From an optimization exercise on the open Yosys and OpenROAD flow, aimed at small area, a short achievable clock period and few clock cycles; shortcuts taken in it are not production practice. Only simulation tests tie the RTL to the original design; equivalence was not proved. No activity file was given, so power comes from the tool's default toggle rates.

<file path="flow/config.mk">
export PLATFORM = sky130hd
export DESIGN_NAME = cpu_idle_power_mode_controller
export DESIGN_NICKNAME = cpu_idle_power_mode_controller
export VERILOG_FILES = /design/flow/design.v
export SDC_FILE = /design/flow/constraint.sdc
export NUM_CORES = 4
export LEC_CHECK = 0
export CAP_MARGIN = 20
export CORE_MARGIN = 2
export CORE_UTILIZATION = 40
export SLEW_MARGIN = 20
</file>
<file path="flow/constraint.sdc">
create_clock -name core_clock -period 5.5 [get_ports {clk}]
set_input_delay 1.1000 -clock core_clock [delete_from_list [all_inputs] [get_ports {clk}]]
set_output_delay 1.1000 -clock core_clock [all_outputs]
set_load 0.01 [all_outputs]
</file>
<file path="flow/design.v">
`default_nettype none
package cipm_pkg;
  localparam int NUM_CPUS  = 8;
  localparam int NUM_MODES = 4;
  localparam int CPU_IDX_W  = (NUM_CPUS > 1) ? $clog2(NUM_CPUS) : 1;
  localparam int MODE_IDX_W = (NUM_MODES > 1) ? $clog2(NUM_MODES) : 1;
  typedef enum logic [1:0] {
    CMD_ENTER   = 2'd0,
    CMD_EXIT    = 2'd1,
    CMD_DISABLE = 2'd2,
    CMD_ENABLE  = 2'd3
  } cmd_e;
  typedef enum logic [1:0] {
    KIND_PLAIN   = 2'd0,
    KIND_CLUSTER = 2'd1,
    KIND_SYSTEM  = 2'd2,
    KIND_OTHER   = 2'd3
  } kind_e;
  typedef enum logic [2:0] {
    REG_SIBLINGS      = 3'd0,
    REG_ENTRY_ALLOWED = 3'd1,
    REG_RESIDENCY     = 3'd2,
    REG_PSCI_CODE     = 3'd3,
    REG_KIND          = 3'd4,
    REG_ONLINE        = 3'd5,
    REG_CLUSTER_MAP   = 3'd6
  } cfg_reg_e;
  localparam logic [7:0] COUNT_MAX = 8'hFF;
  typedef struct packed {
    logic [31:0] mode_siblings;
    logic [31:0] mode_entry_allowed;
    logic [63:0] mode_residency;
    logic [63:0] mode_psci_code;
    logic [7:0]  mode_kind;
    logic [7:0]  online_mask;
    logic [15:0] cpu_cluster_map;
  } cfg_t;
  typedef struct packed {
    logic [1:0]  cmd;
    logic [2:0]  cpu;
    logic [31:0] base_index;
    logic [15:0] sleep_length;
    logic        cancel;
    logic [1:0]  mode_type;
    logic        system_refused;
  } req_t;
  typedef struct packed {
    logic [31:0] result_index;
    logic [3:0]  entered_modes;
    logic [3:0]  exited_modes;
    logic [7:0]  wake_cpus;
    logic        core_off;
    logic        core_on;
    logic        cluster_off;
    logic        cluster_on;
    logic [1:0]  cluster_number;
    logic        system_enter;
    logic        system_exit;
    logic        exit_cancelled;
  } rsp_t;
endpackage
`default_nettype wire
`default_nettype none
module cipm_cfg_regs (
  input  wire logic        clk,
  input  wire logic        rst,
  input  wire logic        cfg_valid,
  output logic             cfg_ready,
  input  wire logic [2:0]  cfg_index,
  input  wire logic [63:0] cfg_data,
  output cipm_pkg::cfg_t             regs
);
  cipm_pkg::cfg_t regs_next;
  assign cfg_ready = 1'b1;
  always_comb begin
    regs_next = regs;
    if (cfg_valid) begin
      case (cfg_index)
        cipm_pkg::REG_SIBLINGS:      regs_next.mode_siblings      = cfg_data[31:0];
        cipm_pkg::REG_ENTRY_ALLOWED: regs_next.mode_entry_allowed = cfg_data[31:0];
        cipm_pkg::REG_RESIDENCY:     regs_next.mode_residency     = cfg_data;
        cipm_pkg::REG_PSCI_CODE:     regs_next.mode_psci_code     = cfg_data;
        cipm_pkg::REG_KIND:          regs_next.mode_kind          = cfg_data[7:0];
        cipm_pkg::REG_ONLINE:        regs_next.online_mask        = cfg_data[7:0];
        cipm_pkg::REG_CLUSTER_MAP:   regs_next.cpu_cluster_map    = cfg_data[15:0];
        default:           regs_next = regs;
      endcase
    end
  end
  always_ff @(posedge clk) begin
    if (rst) begin
      regs.mode_siblings      <= '0;
      regs.mode_entry_allowed <= '0;
      regs.mode_residency     <= '0;
      regs.mode_psci_code     <= '0;
      regs.mode_kind          <= '0;
      regs.online_mask        <= 8'hFF;
      regs.cpu_cluster_map    <= '0;
    end else begin
      regs <= regs_next;
    end
  end
endmodule
`default_nettype wire
`default_nettype none
module cipm_engine (
  input  wire logic clk,
  input  wire logic rst,
  input  wire logic item_valid,
  input  cipm_pkg::req_t      item,
  input  cipm_pkg::cfg_t      regs,
  input  wire logic out_ready,
  output logic      advance,
  output logic      out_valid,
  output cipm_pkg::rsp_t      out_rsp
);
  logic [cipm_pkg::NUM_CPUS-1:0]        cpu_down;
  logic [cipm_pkg::NUM_CPUS-1:0][15:0]  cpu_sleep;
  logic [cipm_pkg::NUM_MODES-1:0]       mode_down;
  logic [cipm_pkg::NUM_MODES-1:0][7:0]  mode_count;
  logic [cipm_pkg::NUM_MODES-1:0]       mode_down_next;
  logic [cipm_pkg::NUM_MODES-1:0][7:0]  mode_count_next;
  cipm_pkg::rsp_t                       rsp_next;
  logic [cipm_pkg::CPU_IDX_W-1:0] cpu_idx;
  logic                 in_range;
  logic                 is_enter;
  logic                 is_exit;
  assign advance  = item_valid && (!out_valid || out_ready);
  assign cpu_idx  = item.cpu[cipm_pkg::CPU_IDX_W-1:0];
  assign in_range = (int'(item.cpu) < cipm_pkg::NUM_CPUS);
  assign is_enter = in_range && (item.cmd == cipm_pkg::CMD_ENTER);
  assign is_exit  = in_range && (item.cmd == cipm_pkg::CMD_EXIT);
  always_comb begin
    logic [cipm_pkg::NUM_CPUS-1:0]  members;
    logic [cipm_pkg::NUM_CPUS-1:0]  allowed;
    logic [cipm_pkg::NUM_CPUS-1:0]  wake;
    logic [cipm_pkg::NUM_MODES-1:0] entered;
    logic [cipm_pkg::NUM_MODES-1:0] exited;
    logic [15:0]          residency;
    logic [1:0]           kind;
    logic                 sib_ok;
    logic                 down_c;
    logic [15:0]          sleep_c;
    rsp_next        = '0;
    mode_down_next  = mode_down;
    mode_count_next = mode_count;
    wake            = '0;
    entered         = '0;
    exited          = '0;
    if (in_range) begin
      rsp_next.cluster_number = regs.cpu_cluster_map[2*cpu_idx +: 2];
    end
    if (is_enter) begin
      rsp_next.core_off     = 1'b1;
      rsp_next.result_index = item.base_index;
    end
    if (is_exit) begin
      rsp_next.core_on = 1'b1;
    end
    for (int m = 0; m < cipm_pkg::NUM_MODES; m++) begin
      members   = regs.mode_siblings[8*m +: cipm_pkg::NUM_CPUS];
      allowed   = regs.mode_entry_allowed[8*m +: cipm_pkg::NUM_CPUS];
      residency = regs.mode_residency[16*m +: 16];
      kind      = regs.mode_kind[2*m +: 2];
      sib_ok = 1'b1;
      for (int c = 0; c < cipm_pkg::NUM_CPUS; c++) begin
        down_c  = cpu_down[c] || (is_enter && (cpu_idx == c[cipm_pkg::CPU_IDX_W-1:0]));
        sleep_c = (is_enter && (cpu_idx == c[cipm_pkg::CPU_IDX_W-1:0])) ? item.sleep_length
                                                            : cpu_sleep[c];
        if (members[c] && regs.online_mask[c] && (!down_c || (sleep_c < residency))) begin
          sib_ok = 1'b0;
        end
      end
      if (is_enter && members[cpu_idx] && (mode_count[m] == 8'd0) && allowed[cpu_idx]
          && sib_ok && !((kind == cipm_pkg::KIND_SYSTEM) && item.system_refused)) begin
        entered[m]        = 1'b1;
        mode_down_next[m] = 1'b1;
        rsp_next.result_index = rsp_next.result_index
                                | {16'd0, regs.mode_psci_code[16*m +: 16]};
        if (kind == cipm_pkg::KIND_CLUSTER) begin
          rsp_next.cluster_off = 1'b1;
        end
        if (kind == cipm_pkg::KIND_SYSTEM) begin
          rsp_next.system_enter = 1'b1;
        end
      end
      if (is_exit && members[cpu_idx] && mode_down[m]) begin
        exited[m]         = 1'b1;
        mode_down_next[m] = 1'b0;
        if (kind == cipm_pkg::KIND_CLUSTER) begin
          rsp_next.cluster_on = 1'b1;
        end
        if (kind == cipm_pkg::KIND_SYSTEM) begin
          rsp_next.system_exit    = 1'b1;
          rsp_next.exit_cancelled = item.cancel;
        end
      end
      if (in_range && members[cpu_idx] && (kind == item.mode_type)) begin
        if ((item.cmd == cipm_pkg::CMD_DISABLE) && (mode_count[m] != cipm_pkg::COUNT_MAX)) begin
          mode_count_next[m] = mode_count[m] + 8'd1;
          if (mode_count[m] == 8'd0) begin
            wake = wake | (members & regs.online_mask[cipm_pkg::NUM_CPUS-1:0]);
          end
        end else if ((item.cmd == cipm_pkg::CMD_ENABLE) && (mode_count[m] != 8'd0)) begin
          mode_count_next[m] = mode_count[m] - 8'd1;
        end
      end
    end
    rsp_next.entered_modes = 4'(entered);
    rsp_next.exited_modes  = 4'(exited);
    rsp_next.wake_cpus     = 8'(wake);
  end
  always_ff @(posedge clk) begin
    if (rst) begin
      for (int c = 0; c < cipm_pkg::NUM_CPUS; c++) begin
        cpu_down[c]  <= 1'b0;
        cpu_sleep[c] <= '0;
      end
      for (int m = 0; m < cipm_pkg::NUM_MODES; m++) begin
        mode_count[m] <= '0;
      end
      mode_down <= '0;
      out_valid <= 1'b0;
    end else begin
      if (advance) begin
        if (is_enter) begin
          cpu_down[cpu_idx]  <= 1'b1;
          cpu_sleep[cpu_idx] <= item.sleep_length;
        end
        if (is_exit) begin
          cpu_down[cpu_idx] <= 1'b0;
        end
        mode_down  <= mode_down_next;
        mode_count <= mode_count_next;
        out_valid  <= 1'b1;
      end else if (out_ready) begin
        out_valid <= 1'b0;
      end
    end
  end
  always_ff @(posedge clk) begin
    if (advance) begin
      out_rsp <= rsp_next;
    end
  end
endmodule
`default_nettype wire
`default_nettype none
module cpu_idle_power_mode_controller (
  input  wire logic        clk,
  input  wire logic        rst,
  input  wire logic        req_valid,
  output logic             req_ready,
  input  wire logic [1:0]  req_cmd,
  input  wire logic [2:0]  req_cpu,
  input  wire logic [31:0] req_base_index,
  input  wire logic [15:0] req_sleep_length,
  input  wire logic        req_cancel,
  input  wire logic [1:0]  req_mode_type,
  input  wire logic        req_system_refused,
  output logic             rsp_valid,
  input  wire logic        rsp_ready,
  output logic [31:0]      rsp_result_index,
  output logic [3:0]       rsp_entered_modes,
  output logic [3:0]       rsp_exited_modes,
  output logic [7:0]       rsp_wake_cpus,
  output logic             rsp_core_off,
  output logic             rsp_core_on,
  output logic             rsp_cluster_off,
  output logic             rsp_cluster_on,
  output logic [1:0]       rsp_cluster_number,
  output logic             rsp_system_enter,
  output logic             rsp_system_exit,
  output logic             rsp_exit_cancelled,
  input  wire logic        cfg_valid,
  output logic             cfg_ready,
  input  wire logic [2:0]  cfg_index,
  input  wire logic [63:0] cfg_data
);
  cipm_pkg::cfg_t regs;
  cipm_pkg::req_t item;
  logic item_valid;
  logic advance;
  logic out_valid;
  cipm_pkg::rsp_t out_rsp;
  assign req_ready = !item_valid || advance;
  always_ff @(posedge clk) begin
    if (rst) begin
      item_valid <= 1'b0;
    end else if (req_ready) begin
      item_valid <= req_valid;
    end
  end
  always_ff @(posedge clk) begin
    if (req_valid && req_ready) begin
      item.cmd            <= req_cmd;
      item.cpu            <= req_cpu;
      item.base_index     <= req_base_index;
      item.sleep_length   <= req_sleep_length;
      item.cancel         <= req_cancel;
      item.mode_type      <= req_mode_type;
      item.system_refused <= req_system_refused;
    end
  end
  cipm_cfg_regs u_cfg_regs (
    .clk       (clk),
    .rst       (rst),
    .cfg_valid (cfg_valid),
    .cfg_ready (cfg_ready),
    .cfg_index (cfg_index),
    .cfg_data  (cfg_data),
    .regs      (regs)
  );
  cipm_engine u_engine (
    .clk        (clk),
    .rst        (rst),
    .item_valid (item_valid),
    .item       (item),
    .regs       (regs),
    .out_ready  (rsp_ready),
    .advance    (advance),
    .out_valid  (out_valid),
    .out_rsp    (out_rsp)
  );
  assign rsp_valid          = out_valid;
  assign rsp_result_index   = out_rsp.result_index;
  assign rsp_entered_modes  = out_rsp.entered_modes;
  assign rsp_exited_modes   = out_rsp.exited_modes;
  assign rsp_wake_cpus      = out_rsp.wake_cpus;
  assign rsp_core_off       = out_rsp.core_off;
  assign rsp_core_on        = out_rsp.core_on;
  assign rsp_cluster_off    = out_rsp.cluster_off;
  assign rsp_cluster_on     = out_rsp.cluster_on;
  assign rsp_cluster_number = out_rsp.cluster_number;
  assign rsp_system_enter   = out_rsp.system_enter;
  assign rsp_system_exit    = out_rsp.system_exit;
  assign rsp_exit_cancelled = out_rsp.exit_cancelled;
endmodule
`default_nettype wire
</file>
<file path="flow/run.sh">
#!/bin/bash
# synth_recipe.tcl (not shown) runs the flow's synth.tcl, then flattens the netlist and writes it again
# the make line also repeats each setting of config.mk as NAME=value (left out here)
make -C /OpenROAD-flow-scripts/flow DESIGN_CONFIG=/design/flow/config.mk WORK_HOME=/design/flow/orfs CLKGATE_MAP_FILE= SYNTH_SCRIPT=/design/flow/synth_recipe.tcl finish
</file>
==> flow_metrics.py <==
metrics = {
    "hold_path": {
        "hp-class": "reg -> reg",
        "hold_path.startpoint": "u_cfg_regs.regs[12]",
        "hold-path-cell-count": 2,
        "timing.hold.worst_endpoint": "u_cfg_regs.regs[12]",
    },
    "power_and_ir_drop": {
        "cellPowerDensity_nw_per_um2": 244,
        "combinationalPowerShare_pct": 12.0,
        "net-switching-power_mw": 2.49,
        "clkPwrFrac_pct": 44.8,
        "internal-power_mw": 6.85,
        "static-leakage-power_nw": 15.4,
        "switching_share_pct": 26.7,
        "ir_worst_vdd_mv": 0.249,
        "power.share.sequential_pct": 43.2,
    },
    "worst_setup_path": {
        "reg2reg_to": "u_engine.out_rsp[33]",
        "kind_of_capture_point_of_the_worst_setup_path": "flop",
        "path_cells": "inv_1 > ha_1 > ha_1 > nor3b_4 > buf_4 > mux2_2 > ha_1 > nand2b_1 > a2111oi_0 > o21ai_0 > a221oi_1 > o2111a_1 > nor4b_1 > nand3b_1 > buf_4 > o21ai_0 > a221o_1",
        "cp.required_ns": 5.90,
        "worst_path_most_repeated_cell": "ha_1",
        "critical_path.max_stage_delay_ns": 0.69,
        "worst_r2r_path_cells": 17,
        "path_max_fanout": 17,
        "ff2ff_setup_slack_ns": 0.25,
        "cp_slowest_cell": "nor3b_4",
        "cell_count_along_the_critical_path": 17,
        "worst_r2r_startpoint": "item[52]",
        "path_delay_family": "compound AO/OA/AOI/OAI gates",
        "worst_ep_arrival_time_ns": 5.65,
        "critical_path.n_buffers_inverters": 3,
        "timing_worst_setup_path_type": "reg -> reg",
        "worstSetupStartpointType": "flop",
    },
    "synthesis": {
        "postSynthNetCount": 4272,
        "syn_inst": 3627,
        "leading_cell_types_by_total_area_after_synthesis": "dfxtp_1, ha_1, edfxtp_1",
        "synthesized_cell_area_um2": 33100,
        "synth_top_cell_area_share_pct": 24.1,
        "yosysTopAreaCell": "dfxtp_1",
        "synth_edf_count": 114,
        "yosysUniqueCellTypes": 94,
        "async_reset_ff_share_pct": 0,
        "ys_seq_elements": 512,
        "seq_total_area_yosys_pct": 34.5,
        "synth_ff_type": "dfxtp_1",
        "synthMostInstantiatedCell": "nand2_1",
        "ys_top_cells_by_count": "nand2_1, ha_1, dfxtp_1, a21oi_1, nor2_1",
        "yosys_warnings": 3,
        "postSynthAreaPerCell_um2": 9.11,
    },
    "cells_and_area": {
        "final_core_util_pct": 46.8,
        "drive_above_1_share_pct": 9.53,
        "finalNetCount": 4437,
        "layout.cell_area.non_filler_um2": 38400,
        "post_layout_nonfiller_instances": 4911,
        "synthToLayoutAreaGrowth_pct": 16.0,
    },
    "global_routing": {
        "number_of_global_route_vias_before_repair": 28000,
        "track_usage_pct": 29.5,
        "globalRoute.totalOverflow": 0,
        "antenna_found_initial": 4,
        "global_route_wire_length_before_repair_um": 187000,
        "grt_max_degree": 159,
    },
    "sta": {
        "finClkSkew_ns": 0.0427,
        "timing.final.max_slew_violations": 0,
        "min_period_ns": 5.25,
        "fin_setup_tns_ns": 0,
        "worst_slew_margin_rel_pct": 27.4,
        "setup_viol": 0,
        "layout_worst_path_cycle_share_pct": 95.4,
        "maxClockFrequency_ghz": 0.191,
        "fin_worst_hold_slack_ns": 0.451,
        "worst_pin_slew_ns": 1.06,
        "rsz0062_at_grt": "false",
        "number_of_hold_violations_in_the_final_report": 0,
    },
    "drt": {
        "avg_vias_per_cell": 6.05,
        "drtPass1Iterations": 6,
        "dr.first_iter.drc_count": 3254,
        "drt_drc_violations_left": 0,
        "drt-total-wl_um": 129000,
        "vias": 29700,
        "routed_wire_length_per_instance_um": 26.2,
        "route.antenna.remaining_nets": 0,
    },
    "placed_design": {
        "io_buffer_count": 187,
        "replace_congestion": 1.06,
        "postPlaceCellArea_um2": 36300,
        "dp_cells": 4802,
        "dp_hpwl_um": 94700,
    },
    "clocking": {
        "clock_latency_on_the_worst_skew_pair_ns": 0.66,
        "cts.path.max_buffers": 3,
        "cts.repair.resized": 0,
        "clk_root_buffer_cell": "clkbuf_16",
        "clock_sink_count": 512,
        "postCtsSetupBuffers": 0,
        "cts_hold_repair.buffers": 0,
        "cts.clk_slew.worst_paths_ns": 0.06,
        "tritoncts": "yes",
        "cts_made_buffers": 58,
        "cts_htree_levels": 2,
    },
    "floorplan": {
        "placement_rows": 105,
        "initial_utilization_pct": 40.3,
        "core_um2": 82000,
        "die_area_um2": 85000,
        "chipWidth_um": 291,
        "io-pin-count": 189,
        "die_h_um": 291,
    },
    "run": {
        "cap_violations": 0,
    },
    "run_status": {
        "run_status": "complete, no violations",
    },
}
cells by family (layout without fill, tap and decap cells):
kind of cell,count (synthesis),in the layout,share of synthesized area (%)
and+or+nand+nor,1184,1184,16.9
AOI/OAI and AO/OA,951,951,18.8
xor gates and xnor gates,32,32,0.848
buffers and inverters,269,482,3.36
other,1,2,0.0113
muxes,162,162,6.08
DFF,512,512,34.5
adders and majority gates,516,516,19.6
metrics by stage:
step / total power [mW] / setup WS (ns)
after floorplan: 4.66 / 0.303
after global placement: 5.20 / 0.426
after detailed placement: 5.21 / 0.351
after CTS: 9.37 / 0.372
after global routing: 9.62 / 0.0208
final: 9.34 / 0.255
worst register-to-register path: stages (launching register included):
cell       delay (ns)
edfxtp_1         0.52
inv_1            0.18
ha_1             0.19
ha_1             0.20
nor3b_4          0.69
buf_4            0.30
mux2_2           0.41
ha_1             0.21
nand2b_1         0.14
a2111oi_0        0.38
o21ai_0          0.20
a221oi_1         0.44
o2111a_1         0.31
nor4b_1          0.08
nand3b_1         0.11
buf_4            0.27
o21ai_0          0.13
a221o_1          0.27
worst max path at each step:
stage,slack [ns],from,endpoint
2_1_floorplan,0.30,item[52],u_engine.out_rsp[32]
6_report,0.25,item[52],u_engine.out_rsp[33]
4_1_cts,0.37,item[52],u_engine.out_rsp[25]
3_5_place_dp,0.35,item[52],u_engine.out_rsp[25]
5_1_grt,0.02,item[52],u_engine.out_rsp[30]
3_3_place_gp,0.43,item[52],u_engine.out_rsp[26]
cell type report:
class | instances | area (um^2)
Antenna cell | 1 | 2.50
Multi-Input combinational cell | 2846 | 20600
Inverter | 101 | 380
Clock buffer | 87 | 1750
Timing Repair Buffer | 273 | 2570
Fill cell | 7937 | 43600
Tap cell | 1070 | 1340
Clock inverter | 21 | 303
Sequential cell | 512 | 11400
per-layer routing:
| layer | GRT usage, % | routed length (um) |
|---|---|---|
| met1 | 40.3 | 55000 |
| met2 | 45.0 | 55500 |
| met3 | 5.35 | 11500 |
| met4 | 13.7 | 6620 |
| met5 | 0 | 0 |
power groups by stage:
stage	clock [mW]	sequential [mW]	combinational (mW)
2_1_floorplan	0	4.06	0.605
3_3_place_gp	0	4.11	1.09
3_5_place_dp	0	4.11	1.10
4_1_cts	4.24	4.03	1.10
5_1_grt	4.38	4.04	1.20
6_report	4.19	4.03	1.12
state kept, by name (all words and copies together), names as in the netlist, 4 cells and up:
name                 flops
u_engine.cpu_sleep     128
u_engine.cpu_down        8
u_engine.mode_count     32
item                    57
u_engine.mode_down       4
u_engine.out_rsp        57
u_cfg_regs.regs        224
cells in the final DEF, fill, tap and decap left out, drive strengths merged, types with 13 or more instances in the layout:
cell           count
o2111ai           14
and2              22
buf               87
a211oi            27
clkbuf            87
mux4              18
nand3b            20
nor3b             13
clkdlybuf4s50    186
a21boi            16
nand2b            16
o21a              20
a21o              81
and4              16
o211ai            31
mux2             126
xnor2             16
xor2              16
a2111oi           19
ha               512
inv              102
nor3              33
edfxtp           114
a21oi            377
mux2i             18
and3              14
a22oi            164
clkinv            14
nor2b             30
nor2             251
nand2            560
nand3             59
a221o             27
o21ai             92
nand4             75
nor4              20
dfxtp            398
Testbench counts, summed over its fixed seeds: cycles 21,158.

[port drivers added, routing unchanged]
How much do the figures lean on ideal ports? The routed layout below was timed once more, with nothing changed but the port constraints.
Step 1 (the two cells are an assumption about what drives the block):
set clk [get_ports {clk}]
set_driving_cell -lib_cell sky130_fd_sc_hd__clkbuf_16 $clk
set_driving_cell -lib_cell sky130_fd_sc_hd__buf_2 [delete_from_list [all_inputs] $clk]
Step 2 moves the port delays by t, midway between the first and last clock arrival at a register: inputs arrive t later, outputs are due t later. That takes back most of the time a late clock gives input paths.
Three values: ideal ports, drivers, drivers and shift; two values: the first two.
shift t [ns]: 0.702
setup slack, ns: 0.255 / 0.255 / 0.255
worst setup path after step 2: register to register
slew at the worst register clock pin (ns): 0.07 / 0.07
cell pins on the clock port's net: 1
After both steps this run still meets setup and hold. For this run, drivers alone change the setup slack by 0.000 ns; drivers and shift together by 0.000 ns.
